Background: an optimization exercise with open tools, aiming at small area and a short achievable clock period. Do not read the settings as production practice. RTL that was checked went through simulation tests only; none was proved equivalent to the original. For run 2, only the layout was checked, not whether the RTL still works. No activity file was given, so power comes from the tool's default toggle rates.

==> flow/run.sh <==
#!/bin/bash
# synth_recipe.tcl (not shown) runs the flow's synth.tcl, then flattens the netlist and writes it again
# the make line also repeats each setting of config.mk as NAME=value (left out here)
make -C /OpenROAD-flow-scripts/flow DESIGN_CONFIG=/design/flow/config.mk WORK_HOME=/design/flow/orfs CLKGATE_MAP_FILE= SYNTH_SCRIPT=/design/flow/synth_recipe.tcl finish
==> flow/config.mk <==
export PLATFORM = sky130hd
export DESIGN_NAME = logic_analyzer
export DESIGN_NICKNAME = logic_analyzer
export VERILOG_FILES = /design/flow/design.v
export SDC_FILE = /design/flow/constraint.sdc
export NUM_CORES = 4
export LEC_CHECK = 0
export CAP_MARGIN = 20
export CORE_MARGIN = 2
export CORE_UTILIZATION = 40
export SLEW_MARGIN = 20
export SYNTH_MEMORY_MAX_BITS = 8192
==> flow/constraint.sdc <==
create_clock -name core_clock -period 10.0 [get_ports {axi_clk}]
set_input_delay 2.0000 -clock core_clock [delete_from_list [all_inputs] [get_ports {axi_clk}]]
set_output_delay 2.0000 -clock core_clock [all_outputs]
set_load 0.01 [all_outputs]
==> flow/design.v <==
`timescale 1ns/1ps
module la_reg_slave
(
    input  logic                      axi_clk,
    input  logic                      axi_reset_n,
    input  logic                      cc_la_enable,
    input  logic                      awvalid,
    input  logic [15-1:0] awaddr,
    input  logic                      wvalid,
    input  logic [32-1:0] wdata,
    input  logic                      arvalid,
    input  logic [15-1:0] araddr,
    input  logic                      rready,
    output logic                      awready,
    output logic                      wready,
    output logic                      arready,
    output logic                      rvalid,
    output logic [32-1:0] rdata,
    output logic [24-1:0]     la_enable,
    output logic [8-1:0]      h_thresh,
    output logic [8-1:0]      l_thresh,
    output logic [8-1:0]      pop_len
);
    logic                      wr_en;
    logic                      wr_en_d1;
    logic [9:0]                wr_idx;
    logic [9:0]                rd_idx;
    logic [3:0]                wr_sel;
    logic [3:0]                rd_sel;
    logic [32-1:0] rd_mux;
    assign wr_idx = awaddr[11:2];
    assign rd_idx = araddr[11:2];
    assign awready = wr_en;
    assign wready  = wr_en;
    always_ff @(posedge axi_clk or negedge axi_reset_n)
    begin
        if (!axi_reset_n)
        begin
            wr_en    <= 1'b0;
            wr_en_d1 <= 1'b0;
            arready  <= 1'b0;
            rvalid   <= 1'b0;
        end
        else
        begin
            wr_en_d1 <= wr_en;
            if (wr_en)
                wr_en <= 1'b0;
            else if (cc_la_enable && awvalid && wvalid && !wr_en_d1)
                wr_en <= 1'b1;
            if (arready)
            begin
                arready <= 1'b0;
                rvalid  <= 1'b1;
            end
            else if (rvalid)
            begin
                if (rready)
                    rvalid <= 1'b0;
            end
            else if (cc_la_enable && arvalid)
            begin
                arready <= 1'b1;
            end
        end
    end
    always_ff @(posedge axi_clk)
    begin
        wr_sel[0] <= (wr_idx == 10'd0);
        wr_sel[1] <= (wr_idx == 10'd1);
        wr_sel[2] <= (wr_idx == 10'd2);
        wr_sel[3] <= (wr_idx == 10'd3);
        rd_sel[0] <= (rd_idx == 10'd0);
        rd_sel[1] <= (rd_idx == 10'd1);
        rd_sel[2] <= (rd_idx == 10'd2);
        rd_sel[3] <= (rd_idx == 10'd3);
    end
    always_ff @(posedge axi_clk or negedge axi_reset_n)
    begin
        if (!axi_reset_n)
        begin
            la_enable <= 24'(1);
            h_thresh  <= 8'((128 >> 1));
            l_thresh  <= 8'((128 >> 3));
            pop_len   <= 8'(8);
        end
        else if (wr_en)
        begin
            if (wr_sel[0]) la_enable <= wdata[24-1:0];
            if (wr_sel[1]) h_thresh  <= wdata[8-1:0];
            if (wr_sel[2]) l_thresh  <= wdata[8-1:0];
            if (wr_sel[3]) pop_len   <= wdata[8-1:0];
        end
    end
    always_comb
    begin
        rd_mux = {32{~|rd_sel}};
        rd_mux[24-1:0] = rd_mux[24-1:0] | ({24{rd_sel[0]}} & la_enable);
        rd_mux[8-1:0]  = rd_mux[8-1:0]
                               | ({8{rd_sel[1]}} & h_thresh)
                               | ({8{rd_sel[2]}} & l_thresh)
                               | ({8{rd_sel[3]}} & pop_len);
    end
    always_ff @(posedge axi_clk)
    begin
        if (arready)
            rdata <= rd_mux;
    end
endmodule
`timescale 1ns/1ps
module la_rle_capture
(
    input  logic                  axi_clk,
    input  logic                  axi_reset_n,
    input  logic [24-1:0] up_la_data,
    input  logic [24-1:0] la_enable,
    input  logic                  full,
    output logic                  push,
    output logic [(8 + 24)-1:0]  push_record
);
    logic [24-1:0] masked_r;
    logic                  cap_r;
    logic                  full_d;
    logic [24-1:0] held;
    logic [8-1:0]  run_cnt;
    logic                  run_end;
    always_ff @(posedge axi_clk)
        masked_r <= up_la_data & la_enable;
    always_ff @(posedge axi_clk or negedge axi_reset_n)
    begin
        if (!axi_reset_n)
        begin
            cap_r  <= 1'b0;
            full_d <= 1'b0;
        end
        else
        begin
            cap_r  <= |la_enable;
            full_d <= full;
        end
    end
    assign run_end = (masked_r != held) || (run_cnt == 8'(255));
    assign push        = cap_r && run_end && !full_d;
    assign push_record = {run_cnt, held};
    always_ff @(posedge axi_clk or negedge axi_reset_n)
    begin
        if (!axi_reset_n)
        begin
            held    <= '0;
            run_cnt <= 8'(1);
        end
        else if (cap_r)
        begin
            held    <= masked_r;
            run_cnt <= run_end ? 8'(1) : run_cnt + 1'b1;
        end
    end
endmodule
`timescale 1ns/1ps
module la_sample_fifo
#(
    parameter int  DEPTH     = 128
)
(
    input  logic                     axi_clk,
    input  logic                     axi_reset_n,
    input  logic                     push,
    input  logic [(8 + 24)-1:0]     push_data,
    input  logic                     pop,
    output logic [(8 + 24)-1:0]     head_data,
    output logic [$clog2(DEPTH):0]   count,
    output logic                     full
);
    localparam int AW = $clog2(DEPTH);
    localparam int CW = AW + 1;
    logic [(8 + 24)-1:0] mem [DEPTH];
    logic [AW-1:0]        wr_ptr;
    logic [AW-1:0]        nx_ptr;
    logic                 empty;
    logic                 one;
    logic                 do_push;
    logic [(8 + 24)-1:0] next_data;
    assign do_push   = push && !full;
    assign next_data = mem[nx_ptr];
    always_ff @(posedge axi_clk)
    begin
        if (!full)
            mem[wr_ptr] <= push_data;
    end
    always_ff @(posedge axi_clk)
    begin
        if (pop)
            head_data <= one ? push_data : next_data;
        else if (empty)
            head_data <= push_data;
    end
    always_ff @(posedge axi_clk or negedge axi_reset_n)
    begin
        if (!axi_reset_n)
        begin
            wr_ptr <= '0;
            nx_ptr <= AW'(1);
            count  <= '0;
            empty  <= 1'b1;
            one    <= 1'b0;
            full   <= 1'b0;
        end
        else
        begin
            if (do_push)
                wr_ptr <= wr_ptr + 1'b1;
            if (pop)
                nx_ptr <= nx_ptr + 1'b1;
            case ({do_push, pop})
                2'b10:
                begin
                    count <= count + 1'b1;
                    empty <= 1'b0;
                    one   <= empty;
                    full  <= (count == CW'(DEPTH - 1));
                end
                2'b01:
                begin
                    count <= count - 1'b1;
                    empty <= one;
                    one   <= (count == CW'(2));
                    full  <= 1'b0;
                end
                default: ;
            endcase
        end
    end
endmodule
`timescale 1ns/1ps
module la_stream_packer
(
    input  logic                               axi_clk,
    input  logic                               axi_reset_n,
    input  logic [$clog2(128):0]    count,
    input  logic [8-1:0]               h_thresh,
    input  logic [8-1:0]               l_thresh,
    input  logic [8-1:0]               pop_len,
    input  logic                               m_tready,
    output logic                               pop,
    output logic                               m_tvalid,
    output logic                               m_tlast,
    output logic                               la_hpri_req
);
    logic [8-1:0] beats_left;
    assign pop = m_tvalid && m_tready;
    always_ff @(posedge axi_clk or negedge axi_reset_n)
    begin
        if (!axi_reset_n)
        begin
            m_tvalid   <= 1'b0;
            m_tlast    <= 1'b0;
            beats_left <= '0;
        end
        else if (!m_tvalid)
        begin
            if ((count >= pop_len) && (pop_len != '0))
            begin
                m_tvalid   <= 1'b1;
                m_tlast    <= (pop_len == 8'(1));
                beats_left <= pop_len;
            end
        end
        else if (m_tready)
        begin
            if (m_tlast)
                m_tvalid <= 1'b0;
            m_tlast    <= (beats_left == 8'(2));
            beats_left <= beats_left - 1'b1;
        end
    end
    always_ff @(posedge axi_clk or negedge axi_reset_n)
    begin
        if (!axi_reset_n)
            la_hpri_req <= 1'b0;
        else if (count >= h_thresh)
            la_hpri_req <= 1'b1;
        else if (count <= l_thresh)
            la_hpri_req <= 1'b0;
    end
endmodule
`timescale 1ns/1ps
module logic_analyzer
(
    input  logic                      axi_clk,
    input  logic                      axi_reset_n,
    input  logic                      awvalid,
    output logic                      awready,
    input  logic [15-1:0] awaddr,
    input  logic                      wvalid,
    output logic                      wready,
    input  logic [32-1:0] wdata,
    input  logic                      arvalid,
    output logic                      arready,
    input  logic [15-1:0] araddr,
    output logic                      rvalid,
    input  logic                      rready,
    output logic [32-1:0] rdata,
    input  logic                      cc_la_enable,
    input  logic [24-1:0]     up_la_data,
    output logic [32-1:0] m_tdata,
    output logic                      m_tvalid,
    input  logic                      m_tready,
    output logic                      m_tlast,
    output logic                      la_hpri_req
);
    logic [24-1:0]            la_enable;
    logic [8-1:0]             h_thresh;
    logic [8-1:0]             l_thresh;
    logic [8-1:0]             pop_len;
    logic                             push;
    logic [(8 + 24)-1:0]                       push_record;
    logic                             full;
    logic [(8 + 24)-1:0]                       head_record;
    logic [$clog2(128):0]  count;
    logic                             pop;
    la_reg_slave i_reg_slave (
        .axi_clk      (axi_clk),
        .axi_reset_n  (axi_reset_n),
        .cc_la_enable (cc_la_enable),
        .awvalid      (awvalid),
        .awaddr       (awaddr),
        .wvalid       (wvalid),
        .wdata        (wdata),
        .arvalid      (arvalid),
        .araddr       (araddr),
        .rready       (rready),
        .awready      (awready),
        .wready       (wready),
        .arready      (arready),
        .rvalid       (rvalid),
        .rdata        (rdata),
        .la_enable    (la_enable),
        .h_thresh     (h_thresh),
        .l_thresh     (l_thresh),
        .pop_len      (pop_len)
    );
    la_rle_capture i_rle_capture (
        .axi_clk      (axi_clk),
        .axi_reset_n  (axi_reset_n),
        .up_la_data   (up_la_data),
        .la_enable    (la_enable),
        .full         (full),
        .push         (push),
        .push_record  (push_record)
    );
    la_sample_fifo #(
        .DEPTH        (128)
    ) i_sample_fifo (
        .axi_clk      (axi_clk),
        .axi_reset_n  (axi_reset_n),
        .push         (push),
        .push_data    (push_record),
        .pop          (pop),
        .head_data    (head_record),
        .count        (count),
        .full         (full)
    );
    assign m_tdata = head_record;
    la_stream_packer i_stream_packer (
        .axi_clk      (axi_clk),
        .axi_reset_n  (axi_reset_n),
        .count        (count),
        .h_thresh     (h_thresh),
        .l_thresh     (l_thresh),
        .pop_len      (pop_len),
        .m_tready     (m_tready),
        .pop          (pop),
        .m_tvalid     (m_tvalid),
        .m_tlast      (m_tlast),
        .la_hpri_req  (la_hpri_req)
    );
endmodule
==> flow_metrics.env, run 1 <==
export IMPL_cts_htree_levels=5
export IMPL_cts_root_buffer="clkbuf_16"
export IMPL_hold_viol=0
export IMPL_maxCapViolCount=0
export IMPL_synth_edff_count=4153
export IMPL_cts_sinks=4307
export IMPL_setup_viol=0
export IMPL_start_util_pct=40.10
export IMPL_fin_skew_ns=0.06375
export IMPL_grt_pass1_vias=83103
export IMPL_synth_mux_area_fraction_pct=16.07
export IMPL_vias=82952
export IMPL_syn_to_final_growth_pct=13.76
export IMPL_cts_hold_buf=0
export IMPL_startpoint_type="register"
export IMPL_internal_power_uw=34680
export IMPL_drt_vias_per_instance=5.937
export IMPL_max_freq_ghz=0.1793
export IMPL_peakVddDrop_mv=0.3199
export IMPL_antenna_left=0
export IMPL_yosys_register_bits=4307
export IMPL_rsz0062_at_grt="false"
export IMPL_grtUsageTotal_pct=21.55
export IMPL_hold_path_class="reg2reg"
export IMPL_combinationalPowerShare_pct=26.4
export IMPL_ios=165
export IMPL_drc=0
export IMPL_syn_area_um2=166700
export IMPL_dp_hpwl_um=257300
export IMPL_die_x_um=649.6
export IMPL_grt_max_degree=113
export IMPL_synth_top_family_by_area="multiplexers"
export IMPL_utilization_pct=45.62
export IMPL_leakage_uw=0.05973
export IMPL_yosys_area_share_simple_pct=1.863
export IMPL_grt_overflow_total=0
export IMPL_worst_slew_pin_transition_ns=1.208
export IMPL_period_share_pct=55.78
export IMPL_synth_compound_area_share_pct=2.783
export IMPL_power_density_nw_per_um2=263.1
export IMPL_synth_cell_types=79
export IMPL_cts_made_buffers=429
export IMPL_coreArea_um2=415700
export IMPL_cp_max_fo=82
export IMPL_yosysWarnings=4
export IMPL_nNetsFinal=8241
export IMPL_arrival_ns=6.35
export IMPL_grt_pass1_wl_um=643900
export IMPL_post_place_ws_ns=4.192
export IMPL_ctsResizeCount=0
export IMPL_post_cts_buffers=0
export IMPL_synthCells=7664
export IMPL_synth_adder_area_share_pct=0.2822
export IMPL_layout_drive_gt1_share_pct=25.43
export IMPL_synth_flop_cell="edfxtp_1"
export IMPL_antenna_found_initial=36
export IMPL_synth_avg_cell_area_um2=21.75
export IMPL_rows=237
export IMPL_sw_frac_of_total_pct=30.52
export IMPL_setup_tns_ns=0
export IMPL_layout_cells_non_filler=13971
export IMPL_layout_common_cells="edfxtp_1, mux4_2, clkbuf_16"
export IMPL_fp_dieH_um=649.6
export IMPL_p_total_uw=49910
export IMPL_layout_min_cycle_time_ns=5.578
export IMPL_synthXorXnorAreaFrac_pct=0.2364
export IMPL_async_flop_share_pct=2.833
export IMPL_gp_congestion=0.8388
export IMPL_critPathCaptureType="register"
export IMPL_path_clk_slew_ns=0.06
export IMPL_final_common_cell="edfxtp_1"
export IMPL_clk_path_buf_depth=4
export IMPL_placed_cells=13175
export IMPL_critPathKind="reg2reg"
export IMPL_dieArea_um2=422000
export IMPL_portBuffers=146
export IMPL_drv_slew=0
export IMPL_status="timing/DRC/antenna clean"
export IMPL_drtPass1Iterations=6
export IMPL_clkLatencyLatePin_ns=1.01
export IMPL_clkPwrFrac_pct=31.6
export IMPL_timing_final_ws_setup_ns=4.422
export IMPL_relSlewSlack_pct=18.64
export IMPL_p_sw_uw=15230
export IMPL_routedWlPerCell_um=33.13
export IMPL_syn_nets=7795
export IMPL_cp_required_ns=10.77
export IMPL_drt_iter0_drc=11135
export IMPL_synth_seq_area_share_pct=77.02
export IMPL_wl_um=462900
export IMPL_cts_tree="built"
export IMPL_p_seq_share_pct=42.0
-- power by group through the flow --
| stage | combinational [uW] | sequential (uW) | clock (uW) |
|---|---|---|---|
| 2_1_floorplan | 8940 | 21000 | 0 |
| 3_3_place_gp | 13100 | 21300 | 0 |
| 3_5_place_dp | 13200 | 21300 | 0 |
| 4_1_cts | 13200 | 21000 | 16000 |
| 5_1_grt | 13800 | 21000 | 16700 |
| 6_report | 13200 | 21000 | 15800 |
-- flip-flops by register name (all words and copies together), names as in the netlist, 24 cells and up --
name / flops
i_sample_fifo.mem: 4096
i_sample_fifo.head_data: 32
i_reg_slave.rdata: 25
i_reg_slave.la_enable: 24
i_rle_capture.held: 24
i_rle_capture.masked_r: 24
-- final timing paths --
check	slack [ns]	start	endpoint	cells past startpoint
min reg2reg	0.47	i_reg_slave.wr_en_d1	i_reg_slave.wr_en	2
max	4.42	i_sample_fifo.nx_ptr[0]	i_sample_fifo.head_data[3]	8
max reg2reg	4.42	i_sample_fifo.nx_ptr[0]	i_sample_fifo.head_data[3]	8
min	0.47	i_reg_slave.wr_en_d1	i_reg_slave.wr_en	2
max in group asynchronous	7.58	axi_reset_n	i_rle_capture.held[21]	2
min in group asynchronous	1.01	axi_reset_n	i_reg_slave.h_thresh[5]	1
-- per-stage QoR --
| step | instance area (um2) | hold WS [ns] |
|---|---|---|
| 2_1_floorplan | 166700 | 0.4525 |
| 4_1_cts | 189600 | 0.4820 |
| 5_1_grt | 189600 | 0.4948 |
| 6_report | 189700 | 0.4743 |
| 3_5_place_dp | 175900 | 0.4577 |
| 3_3_place_gp | 175900 | 0.4598 |
-- cells in the mapped netlist, drive strengths merged, types with 12 or more instances --
| library cell | count | share of area, % |
|---|---|---|
| dfxtp | 32 | 0.38 |
| nand2 | 223 | 0.50 |
| a22oi | 31 | 0.14 |
| nor4 | 24 | 0.090 |
| edfxtp | 4153 | 75 |
| ha | 36 | 0.27 |
| nor2b | 31 | 0.12 |
| mux2 | 93 | 0.63 |
| xnor2 | 12 | 0.063 |
| nor3 | 49 | 0.15 |
| nand2b | 13 | 0.049 |
| xor2 | 33 | 0.17 |
| a31oi | 13 | 0.049 |
| o221ai | 33 | 0.17 |
| a21oi | 138 | 0.41 |
| and2 | 27 | 0.10 |
| nand3 | 45 | 0.14 |
| a221oi | 76 | 0.40 |
| o211a | 13 | 0.078 |
| buf | 263 | 1.3 |
| a211oi | 34 | 0.15 |
| mux2i | 378 | 2.3 |
| mux4 | 975 | 13 |
| nor2 | 218 | 0.49 |
| o22ai | 95 | 0.36 |
| clkbuf | 159 | 0.36 |
| o211ai | 12 | 0.054 |
| a221o | 21 | 0.13 |
| dfrtp | 115 | 1.7 |
| inv | 40 | 0.090 |
| a21o | 28 | 0.13 |
| o21ai | 119 | 0.36 |
-- logic make-up after synthesis --
logic type,after synthesis
multiplexers,1446
buffers and inverters,465
AND/OR/NAND/NOR,684
XOR/XNOR,45
AO/OA/AOI/OAI,680
flip-flops,4307
adder cells (fa/ha/maj),37
-- per-layer routing --
| metal | routed length, um | up-vias | global-route usage (%) |
|---|---|---|---|
| li1 | - | 33137 | - |
| met1 | 180000 | 44768 | 29.56 |
| met2 | 221500 | 4295 | 34.58 |
| met3 | 44200 | 748 | 4.177 |
| met4 | 17210 | 4 | 7.512 |
| met5 | 21 | - | 0 |
-- worst max-delay path: stages, from the launching register on --
cell,delay [ns]
dfstp_4,1.06
buf_12,0.56
buf_4,0.84
mux4_2,0.61
a21oi_1,0.16
o22ai_1,0.11
nor4_2,0.88
o21ai_0,0.60
o221a_1,0.26
-- cell type report --
type | count | area [um2]
inverter | 43 | 176.4
fill | 34425 | 226100
clock inverter | 242 | 2248
clock buffer | 538 | 11430
antenna | 15 | 37.54
tap | 5497 | 6878
multi-input combinational | 2892 | 36510
sequential | 4307 | 128600
timing repair buffer | 437 | 3846
==> inputs of run 2 (changes only) <==
--- a/flow/design.v
+++ b/flow/design.v
@@ -126,4 +126,12 @@
     logic                  run_end;
+    logic [24-1:0] masked;
+    logic [24-1:0] held_nx;
+    logic                  diff_r;
+    assign masked  = up_la_data & la_enable;
+    assign held_nx = cap_r ? masked_r : held;
     always_ff @(posedge axi_clk)
-        masked_r <= up_la_data & la_enable;
+    begin
+        masked_r <= masked;
+        diff_r   <= (masked != held_nx);
+    end
     always_ff @(posedge axi_clk or negedge axi_reset_n)
@@ -141,3 +149,3 @@
     end
-    assign run_end = (masked_r != held) || (run_cnt == 8'(255));
+    assign run_end = diff_r || (run_cnt == 8'(255));
     assign push        = cap_r && run_end && !full_d;
@@ -177,3 +185,4 @@
     logic [AW-1:0]        wr_ptr;
-    logic [AW-1:0]        nx_ptr;
+    logic [7:0]           nx_lo;
+    logic [DEPTH/8-1:0]   nx_hi;
     logic                 empty;
@@ -182,8 +191,36 @@
     logic [(8 + 24)-1:0] next_data;
+    logic                 cnt_inc;
+    logic                 cnt_dec;
+    logic [CW-1:0]        count_nx;
+    assign cnt_inc  = do_push && !pop;
+    assign cnt_dec  = pop && !do_push;
+    assign count_nx = ({CW{cnt_inc}} & (count + 1'b1))
+                    | ({CW{cnt_dec}} & (count - 1'b1))
+                    | ({CW{!cnt_inc && !cnt_dec}} & count);
     assign do_push   = push && !full;
-    assign next_data = mem[nx_ptr];
+    logic [DEPTH-1:0]     rd_oh;
+    always_comb
+    begin
+        next_data = '0;
+        for (int i = 0; i < DEPTH; i++)
+        begin
+            rd_oh[i]  = nx_lo[i % 8] && nx_hi[i / 8];
+            next_data = next_data | ({(8 + 24){rd_oh[i]}} & mem[i]);
+        end
+    end
+    logic [AW-1:0]        wr_gray;
+    logic [DEPTH-1:0]     keep;
+    logic [DEPTH-1:0]     sel;
+    always_comb
+    begin
+        for (int i = 0; i < DEPTH; i++)
+        begin
+            keep[i] = (wr_ptr != AW'(i));
+            sel[i]  = (wr_gray == AW'(i ^ (i >> 1)));
+        end
+    end
     always_ff @(posedge axi_clk)
     begin
-        if (!full)
-            mem[wr_ptr] <= push_data;
+        for (int i = 0; i < DEPTH; i++)
+            mem[i] <= (mem[i] & {(8 + 24){keep[i]}}) | (push_data & {(8 + 24){sel[i]}});
     end
@@ -201,3 +238,5 @@
             wr_ptr <= '0;
-            nx_ptr <= AW'(1);
+            wr_gray <= '0;
+            nx_lo  <= 8'b10;
+            nx_hi  <= (DEPTH/8)'(1);
             count  <= '0;
@@ -210,5 +249,13 @@
             if (do_push)
-                wr_ptr <= wr_ptr + 1'b1;
+            begin
+                wr_ptr  <= wr_ptr + 1'b1;
+                wr_gray <= (wr_ptr + 1'b1) ^ ((wr_ptr + 1'b1) >> 1);
+            end
             if (pop)
-                nx_ptr <= nx_ptr + 1'b1;
+            begin
+                nx_lo <= {nx_lo[6:0], nx_lo[7]};
+                if (nx_lo[7])
+                    nx_hi <= {nx_hi[DEPTH/8-2:0], nx_hi[DEPTH/8-1]};
+            end
+            count <= count_nx;
             case ({do_push, pop})
@@ -216,3 +263,2 @@
                 begin
-                    count <= count + 1'b1;
                     empty <= 1'b0;
@@ -223,3 +269,2 @@
                 begin
-                    count <= count - 1'b1;
                     empty <= one;
==> flow/flow/run.sh (new file) <==
#!/bin/bash
# Standard ORFS layout, with timing repair aimed below the 10 ns clock:
# repair_timing keeps working until every path has SETUP_SLACK_MARGIN of
# slack at the design's own period and constraints.
set -euo pipefail
MARGIN="SETUP_SLACK_MARGIN=6.7"
bash standard.sh synth > synth.log 2>&1
bash standard.sh $MARGIN floorplan > floorplan.log 2>&1
bash standard.sh $MARGIN place > place.log 2>&1
bash standard.sh $MARGIN cts > cts.log 2>&1
bash standard.sh $MARGIN route > route.log 2>&1
bash standard.sh $MARGIN finish > finish.log 2>&1
==> flow/standard.sh (new file) <==
#!/bin/bash
# synth_recipe.tcl (not shown) runs the flow's synth.tcl, then flattens the netlist and writes it again
# the make line also repeats each setting of config.mk as NAME=value (left out here)
make -C /OpenROAD-flow-scripts/flow DESIGN_CONFIG=/design/flow/config.mk WORK_HOME=/design/flow/orfs CLKGATE_MAP_FILE= SYNTH_SCRIPT=/design/flow/synth_recipe.tcl "${@:-finish}"
--- a/flow/config.mk
+++ b/flow/config.mk
@@ -9,3 +9,5 @@
 export CORE_MARGIN = 2
-export CORE_UTILIZATION = 40
+export CORE_UTILIZATION = 60
+export CTS_CLUSTER_DIAMETER = 60
+export CTS_CLUSTER_SIZE = 30
 export SLEW_MARGIN = 20
removed: flow/run.sh
==> run 2 against run 1 <==
The run now fails in global routing. Synthesized cell count grew 89%. Area after synthesis shrank 3.9%.
==> flow_metrics.env, run 2 <==
export IMPL_grt_pass1_wl_um=1637000
export IMPL_synthTopCellsByArea="dfxtp_1, a22o_1, a22oi_1, clkbuf_1, dfrtp_1"
export IMPL_synth_common_cells="a22o_1, dfxtp_1, clkbuf_1, a22oi_1, nand2_1"
export IMPL_synthCells=14519
export IMPL_fp_dieH_um=520.6
export IMPL_cts_root_buffer="clkbuf_16"
export IMPL_synth_flop_cell="dfxtp_1"
export IMPL_cts_sinks=4331
export IMPL_grt_max_degree=96
export IMPL_synth_most_common_cell="a22o_1"
export IMPL_yosys_register_bits=4331
export IMPL_ios=165
export IMPL_yosysWarnings=5
export IMPL_grt_overflow_total=115
export IMPL_grtUsageTotal_pct=87.73
export IMPL_gp_congestion=1.129
export IMPL_async_flop_share_pct=3.348
export IMPL_die_x_um=520.6
export IMPL_cts_htree_levels=4
export IMPL_toolErrorMsg="[ERROR GRT-0116] Global routing finished with congestion. Check the congestion regions in the DRC Viewer."
export IMPL_synth_top_area_cell="dfxtp_1"
export IMPL_cts_made_buffers=236
export IMPL_rows=189
export IMPL_portBuffers=146
export IMPL_dp_hpwl_um=636300
export IMPL_start_util_pct=60.36
export IMPL_synth_edff_count=57
export IMPL_synth_seq_area_share_pct=54.95
export IMPL_synth_cell_types=74
export IMPL_syn_area_um2=160200
export IMPL_clk_path_buf_depth=4
export IMPL_grt_pass1_vias=169623
export IMPL_failing_step="global routing"
export IMPL_syn_nets=14649
export IMPL_yosys_area_top_type_share_pct=51.61
export IMPL_status="aborted with a tool error"
export IMPL_synth_avg_cell_area_um2=11.03
==> run 2: cell count changes after synthesis, sizes merged, moves of 69 or more <==
cell and change:
a21oi +100, and2 +88, nand4 +101, mux2i -376
a222oi +189, a32oi +138, mux4 -975, a22o +4304
nor4 +69, edfxtp -4096, clkbuf +1526, a22oi +1234
dfxtp +4097, o22ai +133
==> run 2: power groups by stage <==
stage / clock, uW / sequential (uW) / combinational [uW]
after CTS: 11900 / 23100 / 7790
after global placement: 0 / 23300 / 7110
after detailed placement: 0 / 23500 / 7360
after floorplan: 0 / 22600 / 4420
==> run 2: metrics by stage <==
stage | std cells | setup WS [ns] | utilization [%] | cell area, um2
CTS | 17563 | 6.164 | 67.70 | 179600
floorplan | 14519 | 5.750 | - | 160200
detailed placement | 16878 | 4.152 | 62.41 | 165600
global placement | 16863 | 4.195 | 62.27 | 165200
==> run 2: cell families after synthesis <==
family | Yosys count | share of synthesized area (%)
xor+xnor | 42 | 0.2297
compound gates | 6886 | 35.61
buf+inv | 1987 | 4.691
fa+ha+maj | 36 | 0.2813
mux | 81 | 0.5680
simple gates | 1156 | 3.666
flops | 4331 | 54.95
==> run 2: layer usage <==
layer / global-route usage (%) / overflow
met5: 71.18 / 0
met4: 81.38 / 37
met3: 82.67 / 27
met2: 94.03 / 29
met1: 89.57 / 22
==> run 2: what timing repair did <==
| action | in CTS |
|---|---|
| pin swaps | 128 |
| buffers inserted | 207 |
| hold buffers | 0 |
| endpoints found under the setup margin | 1068 |
| gates cloned | 40 |
| gates resized for setup | 839 |
==> run 2: worst min-delay path by stage <==
| stage | from | end | slack, ns | cells past startpoint |
|---|---|---|---|---|
| 2_1_floorplan | i_sample_fifo.full | i_rle_capture.full_d | 0.37 | 0 |
| 3_3_place_gp | i_sample_fifo.full | i_rle_capture.full_d | 0.39 | 0 |
| 3_5_place_dp | i_sample_fifo.full | i_rle_capture.full_d | 0.39 | 0 |
| 4_1_cts | i_sample_fifo.full | i_rle_capture.full_d | 0.41 | 0 |
==> inputs of run 3 (changes only) <==
--- a/flow/design.v
+++ b/flow/design.v
@@ -104,6 +104,3 @@
     always_ff @(posedge axi_clk)
-    begin
-        if (arready)
-            rdata <= rd_mux;
-    end
+        rdata <= ({32{arready}} & rd_mux) | ({32{rvalid}} & rdata);
 endmodule
@@ -183,3 +180,4 @@
     localparam int CW = AW + 1;
-    logic [(8 + 24)-1:0] mem [DEPTH];
+    localparam int NS = DEPTH - 1;
+    logic [(8 + 24)-1:0] mem [NS];
     logic [AW-1:0]        wr_ptr;
@@ -200,3 +198,3 @@
     assign do_push   = push && !full;
-    logic [DEPTH-1:0]     rd_oh;
+    logic [NS-1:0]        rd_oh;
     always_comb
@@ -204,3 +202,3 @@
         next_data = '0;
-        for (int i = 0; i < DEPTH; i++)
+        for (int i = 0; i < NS; i++)
         begin
@@ -210,25 +208,20 @@
     end
-    logic [AW-1:0]        wr_gray;
-    logic [DEPTH-1:0]     keep;
-    logic [DEPTH-1:0]     sel;
-    always_comb
-    begin
-        for (int i = 0; i < DEPTH; i++)
-        begin
-            keep[i] = (wr_ptr != AW'(i));
-            sel[i]  = (wr_gray == AW'(i ^ (i >> 1)));
-        end
-    end
+    logic [AW-1:0]        wr_next;
+    assign wr_next = (wr_ptr == AW'(NS - 1)) ? '0 : wr_ptr + 1'b1;
     always_ff @(posedge axi_clk)
     begin
-        for (int i = 0; i < DEPTH; i++)
-            mem[i] <= (mem[i] & {(8 + 24){keep[i]}}) | (push_data & {(8 + 24){sel[i]}});
-    end
+        for (int i = 0; i < NS; i++)
+            if (wr_ptr == AW'(i) && !full)
+                mem[i] <= push_data;
+    end
+    logic ld_next;
+    logic ld_push;
+    logic ld_hold;
+    assign ld_next = pop && !one;
+    assign ld_push = pop ? one : empty;
+    assign ld_hold = !pop && !empty;
     always_ff @(posedge axi_clk)
-    begin
-        if (pop)
-            head_data <= one ? push_data : next_data;
-        else if (empty)
-            head_data <= push_data;
-    end
+        head_data <= ({(8 + 24){ld_next}} & next_data)
+                   | ({(8 + 24){ld_push}} & push_data)
+                   | ({(8 + 24){ld_hold}} & head_data);
     always_ff @(posedge axi_clk or negedge axi_reset_n)
@@ -238,3 +231,2 @@
             wr_ptr <= '0;
-            wr_gray <= '0;
             nx_lo  <= 8'b10;
@@ -250,4 +242,3 @@
             begin
-                wr_ptr  <= wr_ptr + 1'b1;
-                wr_gray <= (wr_ptr + 1'b1) ^ ((wr_ptr + 1'b1) >> 1);
+                wr_ptr  <= wr_next;
             end
@@ -255,5 +246,13 @@
             begin
-                nx_lo <= {nx_lo[6:0], nx_lo[7]};
-                if (nx_lo[7])
-                    nx_hi <= {nx_hi[DEPTH/8-2:0], nx_hi[DEPTH/8-1]};
+                if (nx_lo[(NS - 1) % 8] && nx_hi[(NS - 1) / 8])
+                begin
+                    nx_lo <= 8'b1;
+                    nx_hi <= (DEPTH/8)'(1);
+                end
+                else
+                begin
+                    nx_lo <= {nx_lo[6:0], nx_lo[7]};
+                    if (nx_lo[7])
+                        nx_hi <= {nx_hi[DEPTH/8-2:0], nx_hi[DEPTH/8-1]};
+                end
             end
==> flow/flow/run.sh (replaced) <==
#!/bin/bash
# Standard ORFS layout, with timing repair aimed below the 10 ns clock:
# repair_timing keeps working until every path has SETUP_SLACK_MARGIN of
# slack at the design's own period and constraints. Ports get buf_4
# buffers rather than the default delay cells.
set -euo pipefail
KNOBS=("SETUP_SLACK_MARGIN=6.45" "BUFFER_PORTS_ARGS=-buffer_cell sky130_fd_sc_hd__buf_4")
bash standard.sh synth > synth.log 2>&1
bash standard.sh "${KNOBS[@]}" floorplan > floorplan.log 2>&1
bash standard.sh "${KNOBS[@]}" place > place.log 2>&1
bash standard.sh "${KNOBS[@]}" cts > cts.log 2>&1
bash standard.sh "${KNOBS[@]}" route > route.log 2>&1
bash standard.sh "${KNOBS[@]}" finish > finish.log 2>&1
--- a/flow/config.mk
+++ b/flow/config.mk
@@ -8,6 +8,9 @@
 export CAP_MARGIN = 20
+export CELL_PAD_IN_SITES_DETAIL_PLACEMENT = 1
+export CELL_PAD_IN_SITES_GLOBAL_PLACEMENT = 1
 export CORE_MARGIN = 2
-export CORE_UTILIZATION = 60
+export CORE_UTILIZATION = 40
 export CTS_CLUSTER_DIAMETER = 60
 export CTS_CLUSTER_SIZE = 30
+export PLACE_DENSITY = 0.55
 export SLEW_MARGIN = 20
==> run 3 against run 2 <==
Now clean on timing, DRC and antenna. Synthesized cell count down 39%. Area after synthesis down 1.1%.
==> flow_metrics.env, run 3 <==
export IMPL_layout_min_cycle_time_ns=3.871
export IMPL_synth_edff_count=4064
export IMPL_timing_final_ws_setup_ns=6.129
export IMPL_cts_htree_levels=5
export IMPL_synth_seq_area_share_pct=80.47
export IMPL_grt_use_met2_pct=60.37
export IMPL_startpoint_type="register"
export IMPL_yosys_area_share_simple_pct=3.095
export IMPL_fillers=36515
export IMPL_synth_avg_cell_area_um2=17.79
export IMPL_grt_max_degree=130
export IMPL_multi_input_area_um2=29690
export IMPL_yosysWarnings=5
export IMPL_yosys_area_top_type_share_pct=77.04
export IMPL_critPathCaptureType="register"
export IMPL_synth_adder_area_share_pct=0.2843
export IMPL_drt_iter0_drc=27575
export IMPL_maxCapViolCount=0
export IMPL_utilization_pct=46.98
export IMPL_yosys_register_bits=4300
export IMPL_synth_top_area_cell="edfxtp_1"
export IMPL_drv_slew=0
export IMPL_path_clk_slew_ns=0.08
export IMPL_antenna_found_initial=90
export IMPL_met3_usage_pct=15.55
export IMPL_synthXorXnorAreaFrac_pct=0.1382
export IMPL_largest_reg_flops=4064
export IMPL_clk_path_buf_depth=4
export IMPL_dieArea_um2=401100
export IMPL_routedWlPerCell_um=58.31
export IMPL_top_register="i_sample_fifo.mem"
export IMPL_start_util_pct=40.09
export IMPL_syn_to_final_growth_pct=17.18
export IMPL_antenna_left=0
export IMPL_async_flop_share_pct=3.233
export IMPL_peakVddDrop_mv=0.1942
export IMPL_top_regs="i_sample_fifo.mem x4064, i_reg_slave.rdata x32, i_sample_fifo.head_data x32"
export IMPL_synth_compound_area_share_pct=13.63
export IMPL_drc=0
export IMPL_status="timing/DRC/antenna clean"
export IMPL_met1_usage_pct=54.52
export IMPL_post_place_ws_ns=4.505
export IMPL_setup_tns_ns=0
export IMPL_grt_busiest_layer="met2"
export IMPL_grt_overflow_total=0
export IMPL_synth_cell_types=78
export IMPL_wl_um=881200
export IMPL_cp_required_ns=10.93
export IMPL_ios=165
export IMPL_synth_flop_cell="edfxtp_1"
export IMPL_layout_common_cells="edfxtp_1, a22oi_1, buf_4"
export IMPL_setup_viol=0
export IMPL_portBuffers=146
export IMPL_period_share_pct=38.71
export IMPL_fin_skew_ns=0.06596
export IMPL_hold_path_class="reg2reg"
export IMPL_synth_mux_area_fraction_pct=0.5758
export IMPL_synth_most_common_cell="edfxtp_1"
export IMPL_synthTopCellsByArea="edfxtp_1, a22oi_1, dfrtp_1, a22o_1, a222oi_1"
export IMPL_max_freq_ghz=0.2583
export IMPL_layout_drive_gt1_share_pct=19.73
export IMPL_worst_slew_pin_transition_ns=1.389
export IMPL_syn_nets=9035
export IMPL_arrival_ns=4.80
export IMPL_critPathKind="reg2reg"
export IMPL_dp_hpwl_um=479000
export IMPL_synthCells=8905
export IMPL_vias=116456
export IMPL_relSlewSlack_pct=7.377
export IMPL_power_density_nw_per_um2=222.7
export IMPL_drt_vias_per_instance=7.707
export IMPL_gp_congestion=0.9385
export IMPL_clkLatencyLatePin_ns=1.05
export IMPL_fp_dieH_um=633.3
export IMPL_final_common_cell="edfxtp_1"
export IMPL_leakage_uw=0.05751
export IMPL_rows=231
export IMPL_cp_max_fo=18
export IMPL_cts_tree="built"
export IMPL_grtUsageTotal_pct=43.02
export IMPL_coreArea_um2=395100
export IMPL_hold_viol=0
export IMPL_grt_pass1_wl_um=1111000
export IMPL_nNetsFinal=9593
export IMPL_regArea_um2=127800
export IMPL_synth_top_family_by_area="compound AO/OA/AOI/OAI gates"
export IMPL_cts_root_buffer="clkbuf_16"
export IMPL_die_x_um=633.3
export IMPL_syn_area_um2=158400
export IMPL_cts_sinks=4300
export IMPL_grt_pass1_vias=104472
export IMPL_drtPass1Iterations=9
export IMPL_synth_common_cells="edfxtp_1, a22oi_1, a22o_1, clkbuf_1, nor2_1"
export IMPL_cts_made_buffers=359
export IMPL_rsz0062_at_grt="true"
==> run 3: cell types whose count changed after synthesis, moves of 68 or more <==
| cell | change |
|---|---|
| buf_2 | +165 |
| a32oi_1 | -68 |
| nand2_1 | -96 |
| clkbuf_1 | -1407 |
| a22o_1 | -3961 |
| edfxtp_1 | +4007 |
| dfxtp_1 | -4032 |
==> run 3: kinds of logic (layout without fill, tap and decap cells) <==
group                      count (synthesis)  in the layout
DFF                                     4300           4300
buffers and inverters                    698           1568
adders and majority gates                 36             36
muxes                                     82             82
and+or+nand+nor                          957            957
other                                      0             94
AOI/OAI and AO/OA                       2807           2807
xor gates and xnor gates                  25             25
==> run 3: final cells by class <==
cell class	instances	share of cell area, %
Antenna cell	94	0.1267
Clock buffer	393	5.050
Clock inverter	280	1.883
Inverter	56	0.1860
Multi-Input combinational cell	3907	16.00
Sequential cell	4300	68.84
Tap cell	5242	3.533
Timing Repair Buffer	838	4.382
Timing Repair inverter	1	0.004718
==> run 3: timing repair <==
item / 4_1_cts / 5_1_grt
pin swaps: 57 / 27
hold buffers: 0 / 0
setup endpoints to repair: 1391 / 478
gates resized for setup: 315 / 89
gates cloned: 8 / 1
setup buffers: 148 / 17
==> run 3: critical path: stages, from the launching register on <==
cell	delay, ns
dfrtp_4	0.50
buf_6	0.21
buf_8	0.26
and2_2	0.24
buf_6	0.21
a32o_1	0.27
a221oi_1	0.30
nand4_1	0.47
nor4_4	0.46
o2111ai_4	0.39
o22a_1	0.30
==> run 3: stage by stage <==
| stage | cell area (um2) | std cells | hold slack (ns) | total power [uW] |
|---|---|---|---|---|
| 2_1_floorplan | 158400 | 8905 | 0.4525 | 22500 |
| 4_1_cts | 184800 | 14995 | 0.4716 | 40880 |
| 5_1_grt | 185400 | 15018 | 0.4890 | 41670 |
| 3_5_place_dp | 168900 | 14166 | 0.4484 | 25320 |
| 6_report | 185600 | 15111 | 0.4679 | 41340 |
| 3_3_place_gp | 168700 | 14156 | 0.4419 | 25210 |
==> run 3: worst paths after layout <==
path	start	endpoint	slack (ns)	cells after the start
worst max-delay path	i_sample_fifo.nx_hi[10]	i_sample_fifo.head_data[12]	6.13	10
worst min-delay path	i_reg_slave.rdata[24]	i_reg_slave.rdata[24]	0.47	1
worst max register to register	i_sample_fifo.nx_hi[10]	i_sample_fifo.head_data[12]	6.13	10
worst min register to register	i_reg_slave.rdata[24]	i_reg_slave.rdata[24]	0.47	1
max in group asynchronous	axi_reset_n	i_sample_fifo.nx_hi[13]	6.71	3
min in group asynchronous	axi_reset_n	i_reg_slave.pop_len[0]	1.00	1
==> run 3: power breakdown <==
part	switching, uW	internal [uW]	total, uW
combinational	3970	1010	4990
sequential	404	20300	20700
clock	7920	7750	15700
==> run 3: per-layer routing <==
| metal | vias up | routed length, um | part of all wire (%) |
|---|---|---|---|
| met4 | 41 | 79620 | 9.0 |
| met1 | 61154 | 293700 | 33 |
| li1 | 38876 | - | - |
| met5 | - | 317 | 0.036 |
| met2 | 13010 | 363300 | 41 |
| met3 | 3375 | 144300 | 16 |

==> re-timing with driven ports <==
The flow's constraints put no driver on any port. The routed layouts listed below were extracted and timed again, unchanged, in two steps.
Step 1 assumes that a clkbuf_16 drives the clock port and a buf_2 every other input.
Step 2, shift: input delay + t, output delay - t, t = (earliest + latest rising clock arrival at the registers) / 2. This alone moves slack from input paths to output paths.
Slacks: ideal / step 1 / step 2; pairs: ideal / step 1.
run | shift t [ns] | setup slack, ns | worst hold slack (ns) | slew at the worst register clock pin (ns) | cell pins on the clock port's net
run 1 | 1.102 | 4.422 / 4.422 / 4.319 | 0.474 / 0.474 / 0.474 | 0.07 / 0.07 | 1
run 3 | 1.135 | 6.129 / 6.129 / 5.419 | 0.468 / 0.468 / 0.468 | 0.10 / 0.10 | 1
After both steps every run listed still meets setup and hold. The setup slack of run 3, which loses most, moves by 0.000 ns with the drivers and by -0.710 ns with both steps.
